What follows belongs to an exercise in optimizing a design on an open flow for small area, a short achievable clock period and few clock cycles per item; a production flow would make more cautious choices.
RTL that was checked went through simulation tests only; none was proved equivalent to the original.

==> inputs of job 9023 <==
Design integer_square_root_with_fraction, start of the top module:
module integer_square_root_with_fraction #(
  parameter int unsigned FRAC_DIGITS = 5
) (
  input  logic                              clk_i,
  input  logic                              rst_ni,
  input  logic                              in_valid_i,
  output logic                              in_ready_o,
  input  logic [isqf_pkg::RADICAND_W-1:0]   in_radicand_i,
  output logic                              out_valid_o,
  input  logic                              out_ready_i,
  output logic [isqf_pkg::INT_ROOT_W-1:0]   out_int_root_o,
  output logic [isqf_pkg::SCALED_W-1:0]     out_scaled_root_o
);
  logic sk_v, va, vm;
  logic rdy_q;   
  logic [29:0] vs;
  logic o_v, k_v, o_load, inc;
  logic adv;
  logic [30:0] sk_d, n_a, n_in;
  logic in_fire;
  assign adv        = ~k_v;
  assign o_load     = ~o_v | out_ready_i;
  assign inc        = ~k_v & vs[29];
  assign in_ready_o = rdy_q;
  assign in_fire    = in_valid_i & ~sk_v;
  ...
==> flow/config.mk <==
export PLATFORM = sky130hd
export DESIGN_NAME = integer_square_root_with_fraction
export DESIGN_NICKNAME = integer_square_root_with_fraction
export VERILOG_FILES = /design/flow/design.v
export SDC_FILE = /design/flow/constraint.sdc
export NUM_CORES = 4
export LEC_CHECK = 0
export ABC_AREA = 1
export CAP_MARGIN = 20
export CORE_MARGIN = 2
export CORE_UTILIZATION = 55
export PLACE_DENSITY = 0.68
export SETUP_SLACK_MARGIN = 4.9
export SLEW_MARGIN = 20
==> flow/constraint.sdc <==
create_clock -name core_clock -period 8.0 [get_ports {clk_i}]
set_input_delay 1.6000 -clock core_clock [delete_from_list [all_inputs] [get_ports {clk_i}]]
set_output_delay 1.6000 -clock core_clock [all_outputs]
set_load 0.01 [all_outputs]
run.sh (not shown) runs the stock make flow with config.mk's settings and CLKGATE_MAP_FILE= SYNTH_SCRIPT=/design/flow/synth_recipe.tcl, a recipe that flattens the netlist after the stock synthesis.
==> job 910 (differences from job 9023) <==
--- a/flow/design.v
+++ b/flow/design.v
@@ -30,37 +30,34 @@
   output logic                              out_valid_o,
   input  logic                              out_ready_i,
   output logic [isqf_pkg::INT_ROOT_W-1:0]   out_int_root_o,
   output logic [isqf_pkg::SCALED_W-1:0]     out_scaled_root_o
 );
   logic sk_v, va, vm;
   logic rdy_q;   
-  logic [29:0] vs;
-  logic o_v, k_v, o_load, inc;
+  logic [30:0] vs;
   logic adv;
   logic [30:0] sk_d, n_a, n_in;
   logic in_fire;
-  assign adv        = ~k_v;
-  assign o_load     = ~o_v | out_ready_i;
-  assign inc        = ~k_v & vs[29];
+  assign adv        = ~vs[30] | out_ready_i;
   assign in_ready_o = rdy_q;
   assign in_fire    = in_valid_i & ~sk_v;
   always_ff @(posedge clk_i or negedge rst_ni) begin
     if (!rst_ni) begin
       sk_v <= 1'b0;
       rdy_q <= 1'b1;
       va   <= 1'b0;
       vm   <= 1'b0;
       vs   <= '0;
     end else if (adv) begin
       sk_v <= 1'b0;
       rdy_q <= 1'b1;
       va   <= sk_v | in_fire;
       vm   <= va;
-      vs   <= {vs[28:0], vm};
+      vs   <= {vs[29:0], vm};
     end else begin
       sk_v <= sk_v | in_fire;
       rdy_q <= ~(sk_v | in_fire);
     end
   end
   logic [55:0] m_t [8];
   logic [55:0] m_s [6];
@@ -713,33 +710,17 @@
   logic [12:0] s30_v28_x; logic s30_v28_g; logic [11:0] s30_v28_r; logic [15:0] s30_v28_q;
   assign s30_v28_x = {s30_v27_r, s29_q[4]};
   assign s30_v28_g = (s30_v28_x >= 13'd3125);
   assign s30_v28_r = 12'(s30_v28_g ? (s30_v28_x - 13'd3125) : s30_v28_x);
   assign s30_v28_q = {s30_v27_q, s30_v28_g};
   logic [32:0] s30_q;
   logic [11:0] s30_dr; logic [15:0] s30_dq;
-  logic [32:0] k_q; logic [15:0] k_dq;
-  always_ff @(posedge clk_i or negedge rst_ni) begin
-    if (!rst_ni) begin
-      o_v <= 1'b0;
-      k_v <= 1'b0;
-    end else if (o_load) begin
-      o_v <= k_v | inc;
-      k_v <= 1'b0;
-    end else if (inc) begin
-      k_v <= 1'b1;
-    end
-  end
   always_ff @(posedge clk_i) begin
-    if (o_load) begin
-      s30_q  <= k_v ? k_q : s30_t0_q;
-      s30_dq <= k_v ? k_dq : s30_v28_q;
-    end
-    if (!k_v) begin
-      k_q  <= s30_t0_q;
-      k_dq <= s30_v28_q;
+    if (adv) begin
+      s30_q <= s30_t0_q;
+      s30_dq <= s30_v28_q;
     end
   end
-  assign out_valid_o       = o_v;
+  assign out_valid_o       = vs[30];
   assign out_scaled_root_o = s30_q;
   assign out_int_root_o    = s30_dq;
 endmodule
--- a/flow/config.mk
+++ b/flow/config.mk
@@ -6,9 +6,9 @@
 export NUM_CORES = 4
 export LEC_CHECK = 0
 export ABC_AREA = 1
 export CAP_MARGIN = 20
 export CORE_MARGIN = 2
 export CORE_UTILIZATION = 55
 export PLACE_DENSITY = 0.68
-export SETUP_SLACK_MARGIN = 4.9
+export SETUP_SLACK_MARGIN = 4.8
 export SLEW_MARGIN = 20
==> job 2999 (differences from job 9023) <==
--- a/flow/design.v
+++ b/flow/design.v
@@ -29,41 +29,34 @@
   input  logic [isqf_pkg::RADICAND_W-1:0]   in_radicand_i,
   output logic                              out_valid_o,
   input  logic                              out_ready_i,
   output logic [isqf_pkg::INT_ROOT_W-1:0]   out_int_root_o,
   output logic [isqf_pkg::SCALED_W-1:0]     out_scaled_root_o
 );
   logic sk_v, va, vm;
-  logic rdy_q;   
-  logic [29:0] vs;
-  logic o_v, k_v, o_load, inc;
+  logic [30:0] vs;
   logic adv;
   logic [30:0] sk_d, n_a, n_in;
   logic in_fire;
-  assign adv        = ~k_v;
-  assign o_load     = ~o_v | out_ready_i;
-  assign inc        = ~k_v & vs[29];
-  assign in_ready_o = rdy_q;
+  assign adv        = ~vs[30] | out_ready_i;
+  assign in_ready_o = ~sk_v;
   assign in_fire    = in_valid_i & ~sk_v;
   always_ff @(posedge clk_i or negedge rst_ni) begin
     if (!rst_ni) begin
       sk_v <= 1'b0;
-      rdy_q <= 1'b1;
       va   <= 1'b0;
       vm   <= 1'b0;
       vs   <= '0;
     end else if (adv) begin
       sk_v <= 1'b0;
-      rdy_q <= 1'b1;
       va   <= sk_v | in_fire;
       vm   <= va;
-      vs   <= {vs[28:0], vm};
+      vs   <= {vs[29:0], vm};
     end else begin
       sk_v <= sk_v | in_fire;
-      rdy_q <= ~(sk_v | in_fire);
     end
   end
   logic [55:0] m_t [8];
   logic [55:0] m_s [6];
   logic [55:0] m_c [6];
   logic [55:0] ms_q, mc_q, m_d;
   logic [54:0] m_q;
@@ -713,33 +706,17 @@
   logic [12:0] s30_v28_x; logic s30_v28_g; logic [11:0] s30_v28_r; logic [15:0] s30_v28_q;
   assign s30_v28_x = {s30_v27_r, s29_q[4]};
   assign s30_v28_g = (s30_v28_x >= 13'd3125);
   assign s30_v28_r = 12'(s30_v28_g ? (s30_v28_x - 13'd3125) : s30_v28_x);
   assign s30_v28_q = {s30_v27_q, s30_v28_g};
   logic [32:0] s30_q;
   logic [11:0] s30_dr; logic [15:0] s30_dq;
-  logic [32:0] k_q; logic [15:0] k_dq;
-  always_ff @(posedge clk_i or negedge rst_ni) begin
-    if (!rst_ni) begin
-      o_v <= 1'b0;
-      k_v <= 1'b0;
-    end else if (o_load) begin
-      o_v <= k_v | inc;
-      k_v <= 1'b0;
-    end else if (inc) begin
-      k_v <= 1'b1;
-    end
-  end
   always_ff @(posedge clk_i) begin
-    if (o_load) begin
-      s30_q  <= k_v ? k_q : s30_t0_q;
-      s30_dq <= k_v ? k_dq : s30_v28_q;
-    end
-    if (!k_v) begin
-      k_q  <= s30_t0_q;
-      k_dq <= s30_v28_q;
+    if (adv) begin
+      s30_q <= s30_t0_q;
+      s30_dq <= s30_v28_q;
     end
   end
-  assign out_valid_o       = o_v;
+  assign out_valid_o       = vs[30];
   assign out_scaled_root_o = s30_q;
   assign out_int_root_o    = s30_dq;
 endmodule
==> flow/config.mk (replaced) <==
export PLATFORM = sky130hd
export DESIGN_NAME = integer_square_root_with_fraction
export DESIGN_NICKNAME = integer_square_root_with_fraction
export VERILOG_FILES = /design/flow/design.v
export SDC_FILE = /design/flow/constraint.sdc
export NUM_CORES = 4
export LEC_CHECK = 0
export ABC_AREA = 1
export CAP_MARGIN = 20
export CORE_MARGIN = 2
export CORE_UTILIZATION = 40
export SLEW_MARGIN = 20
==> job 6108 (differences from job 9023) <==
--- a/flow/design.v
+++ b/flow/design.v
@@ -30,37 +30,34 @@
   output logic                              out_valid_o,
   input  logic                              out_ready_i,
   output logic [isqf_pkg::INT_ROOT_W-1:0]   out_int_root_o,
   output logic [isqf_pkg::SCALED_W-1:0]     out_scaled_root_o
 );
   logic sk_v, va, vm;
   logic rdy_q;   
-  logic [29:0] vs;
-  logic o_v, k_v, o_load, inc;
+  logic [30:0] vs;
   logic adv;
   logic [30:0] sk_d, n_a, n_in;
   logic in_fire;
-  assign adv        = ~k_v;
-  assign o_load     = ~o_v | out_ready_i;
-  assign inc        = ~k_v & vs[29];
+  assign adv        = ~vs[30] | out_ready_i;
   assign in_ready_o = rdy_q;
   assign in_fire    = in_valid_i & ~sk_v;
   always_ff @(posedge clk_i or negedge rst_ni) begin
     if (!rst_ni) begin
       sk_v <= 1'b0;
       rdy_q <= 1'b1;
       va   <= 1'b0;
       vm   <= 1'b0;
       vs   <= '0;
     end else if (adv) begin
       sk_v <= 1'b0;
       rdy_q <= 1'b1;
       va   <= sk_v | in_fire;
       vm   <= va;
-      vs   <= {vs[28:0], vm};
+      vs   <= {vs[29:0], vm};
     end else begin
       sk_v <= sk_v | in_fire;
       rdy_q <= ~(sk_v | in_fire);
     end
   end
   logic [55:0] m_t [8];
   logic [55:0] m_s [6];
@@ -713,33 +710,17 @@
   logic [12:0] s30_v28_x; logic s30_v28_g; logic [11:0] s30_v28_r; logic [15:0] s30_v28_q;
   assign s30_v28_x = {s30_v27_r, s29_q[4]};
   assign s30_v28_g = (s30_v28_x >= 13'd3125);
   assign s30_v28_r = 12'(s30_v28_g ? (s30_v28_x - 13'd3125) : s30_v28_x);
   assign s30_v28_q = {s30_v27_q, s30_v28_g};
   logic [32:0] s30_q;
   logic [11:0] s30_dr; logic [15:0] s30_dq;
-  logic [32:0] k_q; logic [15:0] k_dq;
-  always_ff @(posedge clk_i or negedge rst_ni) begin
-    if (!rst_ni) begin
-      o_v <= 1'b0;
-      k_v <= 1'b0;
-    end else if (o_load) begin
-      o_v <= k_v | inc;
-      k_v <= 1'b0;
-    end else if (inc) begin
-      k_v <= 1'b1;
-    end
-  end
   always_ff @(posedge clk_i) begin
-    if (o_load) begin
-      s30_q  <= k_v ? k_q : s30_t0_q;
-      s30_dq <= k_v ? k_dq : s30_v28_q;
-    end
-    if (!k_v) begin
-      k_q  <= s30_t0_q;
-      k_dq <= s30_v28_q;
+    if (adv) begin
+      s30_q <= s30_t0_q;
+      s30_dq <= s30_v28_q;
     end
   end
-  assign out_valid_o       = o_v;
+  assign out_valid_o       = vs[30];
   assign out_scaled_root_o = s30_q;
   assign out_int_root_o    = s30_dq;
 endmodule
==> flow/config.mk (replaced) <==
export PLATFORM = sky130hd
export DESIGN_NAME = integer_square_root_with_fraction
export DESIGN_NICKNAME = integer_square_root_with_fraction
export VERILOG_FILES = /design/flow/design.v
export SDC_FILE = /design/flow/constraint.sdc
export NUM_CORES = 4
export LEC_CHECK = 0
export ABC_AREA = 1
export CAP_MARGIN = 20
export CORE_MARGIN = 2
export CORE_UTILIZATION = 40
export SETUP_SLACK_MARGIN = 4.8
export SLEW_MARGIN = 20
==> qor summary <==
                                                          job 6108      job 9023      job 2999       job 910
Run status                        no timing/DRC/antenna violations  no timing/DRC/antenna violations  no timing/DRC/antenna violations  no timing/DRC/antenna violations
Seq/total area                                               49.3%         50.0%         50.0%         50.1%
Endpoint arrival time on the critical path                 3.77 ns       3.69 ns       4.36 ns       3.76 ns
Final std cell area, no fill                          128000 sq um  129000 sq um  127000 sq um  126000 sq um
Portion of netlist area occupied by mux cells                   0%        0.313%            0%            0%
Startpoint of the worst-slack reg-to-reg timing path        n_a[1]       n_a[18]     s15_q[13]        n_a[5]
Vertical extent of the die                             535 microns   461 microns   537 microns   457 microns
Area of combinational cells with multiple inputs       43700 sq um   44700 sq um   43700 sq um   43600 sq um
Final cell utilization of the core                           45.6%         62.1%         44.9%         61.8%
Minimum hold slack                                        0.336 ns      0.368 ns      0.331 ns      0.378 ns
Final-layout fill cell count                                 26.1k         16.9k         26.2k         16.6k
Buffer levels on the longest clock path                          4             3             4             3
Area of placed instances                              118000 sq um  119000 sq um  119000 sq um  117000 sq um
Global-route track usage on met1                             26.1%         35.2%         24.3%         32.9%
Tap cell instance count                                       3743          2788          3743          2688
Average wire length per cell after detail routing     18.2 microns  19.5 microns  18.0 microns  18.6 microns
Fraction of standard cell area in multi-input logic          34.0%         34.7%         34.5%         34.5%
Multi-input combinational cell count                          7041          7186          7104          7039
Setup slack of the most critical reg-to-reg path           4.83 ns       4.88 ns       4.15 ns       4.88 ns
Capture endpoint of the worst hold path                 s5_rad[22]     s28_dq[4]    s2_rad[33]   s17_rad[10]
Global routing met2 resource utilization                     30.9%         42.9%         31.6%         41.8%
Testbench counts of job 9023, summed over its fixed seeds: cycles 8,264, items 8,000.
Testbench counts of job 910, summed over its fixed seeds: cycles 8,264, items 8,000.
Testbench counts of job 6108, summed over its fixed seeds: cycles 8,264, items 8,000.
Function not checked in job 2999: the RTL went through the layout flow alone.

separate check: timing with driven ports:
No port has a modelled driver above. Below, the same layouts with a new extraction and two added sets of constraints. Step 1 assumes that a clkbuf_16 drives the clock port and a buf_2 every other input. Step 2, shift: input delay + t, output delay - t, t = (earliest + latest rising clock arrival at the registers) / 2. This alone moves slack from input paths to output paths. Slacks: ideal ports / drivers / drivers and shift; pairs: ideal ports / drivers.
| run | shift t [ns] | setup slack, ns | worst setup path at the end | latest minus earliest clock arrival (ns) | worst register clock-pin slew, ns |
|---|---|---|---|---|---|
| job 9023 | 0.945 | 4.880 / 4.816 / 4.801 | input to register | 0.075 / 0.075 | 0.07 / 0.07 |
| job 910 | 0.957 | 4.760 / 4.784 / 3.869 | input to register | 0.069 / 0.070 | 0.07 / 0.07 |
| job 2999 | 0.977 | 4.118 / 4.107 / 3.204 | input to register | 0.104 / 0.104 | 0.07 / 0.07 |
| job 6108 | 0.966 | 4.715 / 4.772 / 3.814 | input to register | 0.129 / 0.129 | 0.07 / 0.07 |
After both steps setup and hold are still met in every run listed. For job 2999, which loses most, drivers alone change the setup slack by -0.011 ns; drivers and shift together by -0.914 ns.
